This is an optimization exercise on Yosys and OpenROAD, whose aim is small area, not a production implementation.
Where RTL was checked, it was by simulation tests only, not by an equivalence proof against the original.

Setup of run 1:
Design servo_pwm_sweep_generator, start of the top module:
module servo_pwm_sweep_generator (
  input  logic        clk,
  input  logic        rst_n,
  input  logic        in_tvalid,
  output logic        in_tready,
  input  logic [15:0] in_tdata,
  input  logic        in_tuser,
  output logic        out_tvalid,
  input  logic        out_tready,
  output logic [15:0] out_tdata,
  input  logic        cfg_valid,
  output logic        cfg_ready,
  input  logic [1:0]  cfg_index,
  input  logic [15:0] cfg_data
);
Size: roughly 1,200 cells after synthesis, ~120 flip-flops, about 12,000 um2 of cells after synthesis.
export LEC_CHECK = 0
export CAP_MARGIN = 20
export CORE_MARGIN = 2
export CORE_UTILIZATION = 40
export CTS_BUF_LIST = sky130_fd_sc_hd__clkbuf_8
export SLEW_MARGIN = 20
export SYNTH_HIERARCHICAL = 1
create_clock -name core_clock -period 12.0 [get_ports {clk}]
standard.sh (not shown) runs the stock make flow with config.mk's settings and CLKGATE_MAP_FILE= SYNTH_SCRIPT=/design/flow/synth_recipe.tcl, a recipe that flattens the netlist after the stock synthesis.
==> flow/flow/run.sh <==
#!/bin/bash
# The standard layout, with the port buffers that buffer_ports puts on every
# input and output made the smallest buffer cell. Each tool's full output goes
# to a log file of its own in this folder (ORFS's own step logs stay under
# orfs/logs/).
set -euo pipefail
export BUFFER_PORTS_ARGS="-buffer_cell sky130_fd_sc_hd__buf_1"
bash standard.sh finish > standard_flow.log 2>&1
For run 2, these inputs were changed with respect to run 1:
==> flow/flow/run.sh <==
#!/bin/bash
# The standard layout with three changes to how it is made: the port buffers
# that buffer_ports puts on every input and output are the smallest buffer
# cell, the buffers synthesis inserted are removed at floorplan (the resizer
# buffers again where needed), and after global routing the resizer downsizes
# cells on paths with slack to spare. Each tool's full output goes to a log
# file of its own in this folder (ORFS's own step logs stay under orfs/logs/).
set -euo pipefail
export BUFFER_PORTS_ARGS="-buffer_cell sky130_fd_sc_hd__buf_1"
export REMOVE_ABC_BUFFERS=1
export RECOVER_POWER=100
bash standard.sh finish > standard_flow.log 2>&1
==> comparison <==
Layout checks on run 2: not met. Flow itself completed; violations: max-capacitance violations, max-slew violations.
As far as required time of the critical path is concerned, run 2 and run 1 perform about the same.
Run 2 ends up with a DRC marker count from the first detailed-route iteration that is 39 higher than in run 1.
On non-clock buffer contribution to total cell area: between run 2 and run 1, it ends up higher for run 1.
> inputs changed (run 2 -> run 3)
- changing CTS_BUF_LIST from sky130_fd_sc_hd__clkbuf_8 to sky130_fd_sc_hd__clkbuf_4 sky130_fd_sc_hd__clkbuf_8
==> flow/flow/run.sh <==
#!/bin/bash
# The standard layout, with the port buffers that buffer_ports puts on every
# input and output made the smallest buffer cell. Each tool's full output goes
# to a log file of its own in this folder (ORFS's own step logs stay under
# orfs/logs/).
set -euo pipefail
export BUFFER_PORTS_ARGS="-buffer_cell sky130_fd_sc_hd__buf_1"
bash standard.sh finish > standard_flow.log 2>&1
Notes after the runs:
Delta (run 3 minus run 2): cell area went up 0.47%; ratio of final minimum period to clock period shrank by 2.3 points. On met1 demand-to-capacity share in global routing, run 3 and run 2 are basically level. Per the comparison of run 3 with run 2, data required time at the worst endpoint flat; area of the multi-input gates increased by 0.40% relative to the old numbers; total of cells resized after clock tree synthesis level. Wire length per cell after detailed routing on run 3 is up relative to run 2. Across run 3 and run 2, a clean result was obtained everywhere but in run 2. Final checks on run 2, whose flow otherwise completed, came back failing, citing max-capacitance violations, max-slew violations.
#### Input delta (run 4 over run 3)
- CTS_BUF_LIST now sky130_fd_sc_hd__clkbuf_8, was sky130_fd_sc_hd__clkbuf_4 sky130_fd_sc_hd__clkbuf_8
==> flow/flow/run.sh <==
#!/bin/bash
# The standard layout with three changes to how it is made: the port buffers
# that buffer_ports puts on every input and output are the smallest buffer
# cell, the buffers synthesis inserted are removed at floorplan (the resizer
# buffers again where needed).
# Each tool's full output goes to a log
# file of its own in this folder (ORFS's own step logs stay under orfs/logs/).
set -euo pipefail
export BUFFER_PORTS_ARGS="-buffer_cell sky130_fd_sc_hd__buf_1"
export REMOVE_ABC_BUFFERS=1
bash standard.sh finish > standard_flow.log 2>&1
### Flow results
Measured against each other, run 4 and run 3 differ in number of vias after detailed routing, the lower figure coming from run 3. Between run 4 and run 3, the final design instance area without fill figures differ only marginally. On met2 wire length: between run 4 and run 3, it ends up higher for run 3. Summary of run 4 over run 3: fmax higher. Core utilization essentially unchanged between run 4 and run 3. Run 3 leaves less setup margin than run 4. Diff run 3 -> run 4: worst hold margin level; clock network area share closely matched the old numbers.


== job 101 ==
Another version of the RTL of servo_pwm_sweep_generator (not shown whole).
clock: 12.0 ns
lec_check: 0
cap_margin: 20
core_margin: 2
core_utilization: 40
cts_buf_list: sky130_fd_sc_hd__clkbuf_8
slew_margin: 20
synth_hierarchical: 1
run.sh (not shown) runs the stock make flow with config.mk's settings and CLKGATE_MAP_FILE= SYNTH_SCRIPT=/design/flow/synth_recipe.tcl, a recipe that flattens the netlist after the stock synthesis.
Stock flow here: none of the scripts above is used.
Job 101 reached the end of the flow, and the finished layout is clean on the timing, DRC and antenna checks.
diff inputs: job 101 => job 102
# job 101
export LEC_CHECK = 0
export CAP_MARGIN = 20
export CORE_MARGIN = 2
export CORE_UTILIZATION = 40
export CTS_BUF_LIST = sky130_fd_sc_hd__clkbuf_8
export SLEW_MARGIN = 20
export SYNTH_HIERARCHICAL = 1
create_clock -name core_clock -period 12.0 [get_ports {clk}]
# job 102
export LEC_CHECK = 0
export CAP_MARGIN = 20
export CORE_MARGIN = 2
export CORE_UTILIZATION = 40
export CTS_BUF_LIST = sky130_fd_sc_hd__clkbuf_8
export CTS_CLUSTER_DIAMETER = 100
export CTS_CLUSTER_SIZE = 30
export SLEW_MARGIN = 20
export SYNTH_HIERARCHICAL = 1
create_clock -name core_clock -period 12.0 [get_ports {clk}]
## What came out
As far as fmax goes, job 101 and job 102 are indistinguishable; the numbers are identical.
Job 102 -> job 101: sequential cell area delta 0, exact match
Reported for job 102 and job 101, share of flip-flops with an asynchronous set or reset turned out identical to the last digit.
Diff job 101..job 102 | number of synthesized flops with an enable pin | unchanged
Delta (job 102 minus job 101): first-pass iteration count of the detailed router roughly the same; clock slew seen by the registers of the worst setup and hold paths level; clock-buffer cell count flat; sequential share of layout area has remained practically unchanged; cell area reported after detailed placement comparable.
Total of plain and repair buffers excluding clock buffers: job 101 vs job 102 identical
Diff job 102..job 101 | number of CTS-inserted buffers | unchanged
No run of this note included a check of the RTL's function; only the layout flow was run.

## port drivers added, routing unchanged
Ports are ideal in the flow. The routed layouts listed here were re-timed in OpenROAD.
Step 1 assumes that a clkbuf_16 drives the clock port and a buf_2 every other input.
Step 2 moves the port delays by t, midway between the first and last clock arrival at a register: inputs arrive t later, outputs are due t later. That takes back most of the time a late clock gives input paths.
a / b / c = no drivers / after step 1 / after step 2; a / b = the first two.
run | t (ns) | setup WS [ns] | worst setup path at the end | clock arrival spread, ns | worst data-port slew with drivers (ns)
run 1 | 0.482 | 1.766 / 1.782 / 1.300 | input to register | 0.015 / 0.015 | 0.04
run 2 | 0.489 | 1.491 / 1.510 / 1.021 | input to register | 0.016 / 0.016 | 0.04
run 3 | 0.482 | 1.766 / 1.782 / 1.300 | input to register | 0.015 / 0.015 | 0.04
run 4 | 0.490 | 1.997 / 2.013 / 1.523 | input to register | 0.019 / 0.020 | 0.04
job 101 | 0.479 | 0.846 / 0.863 / 0.384 | input to register | 0.018 / 0.018 | 0.06
job 102 | 0.479 | 0.846 / 0.863 / 0.384 | input to register | 0.018 / 0.018 | 0.06
For run 4, which loses most, drivers alone change the setup slack by +0.016 ns; drivers and shift together by -0.474 ns.
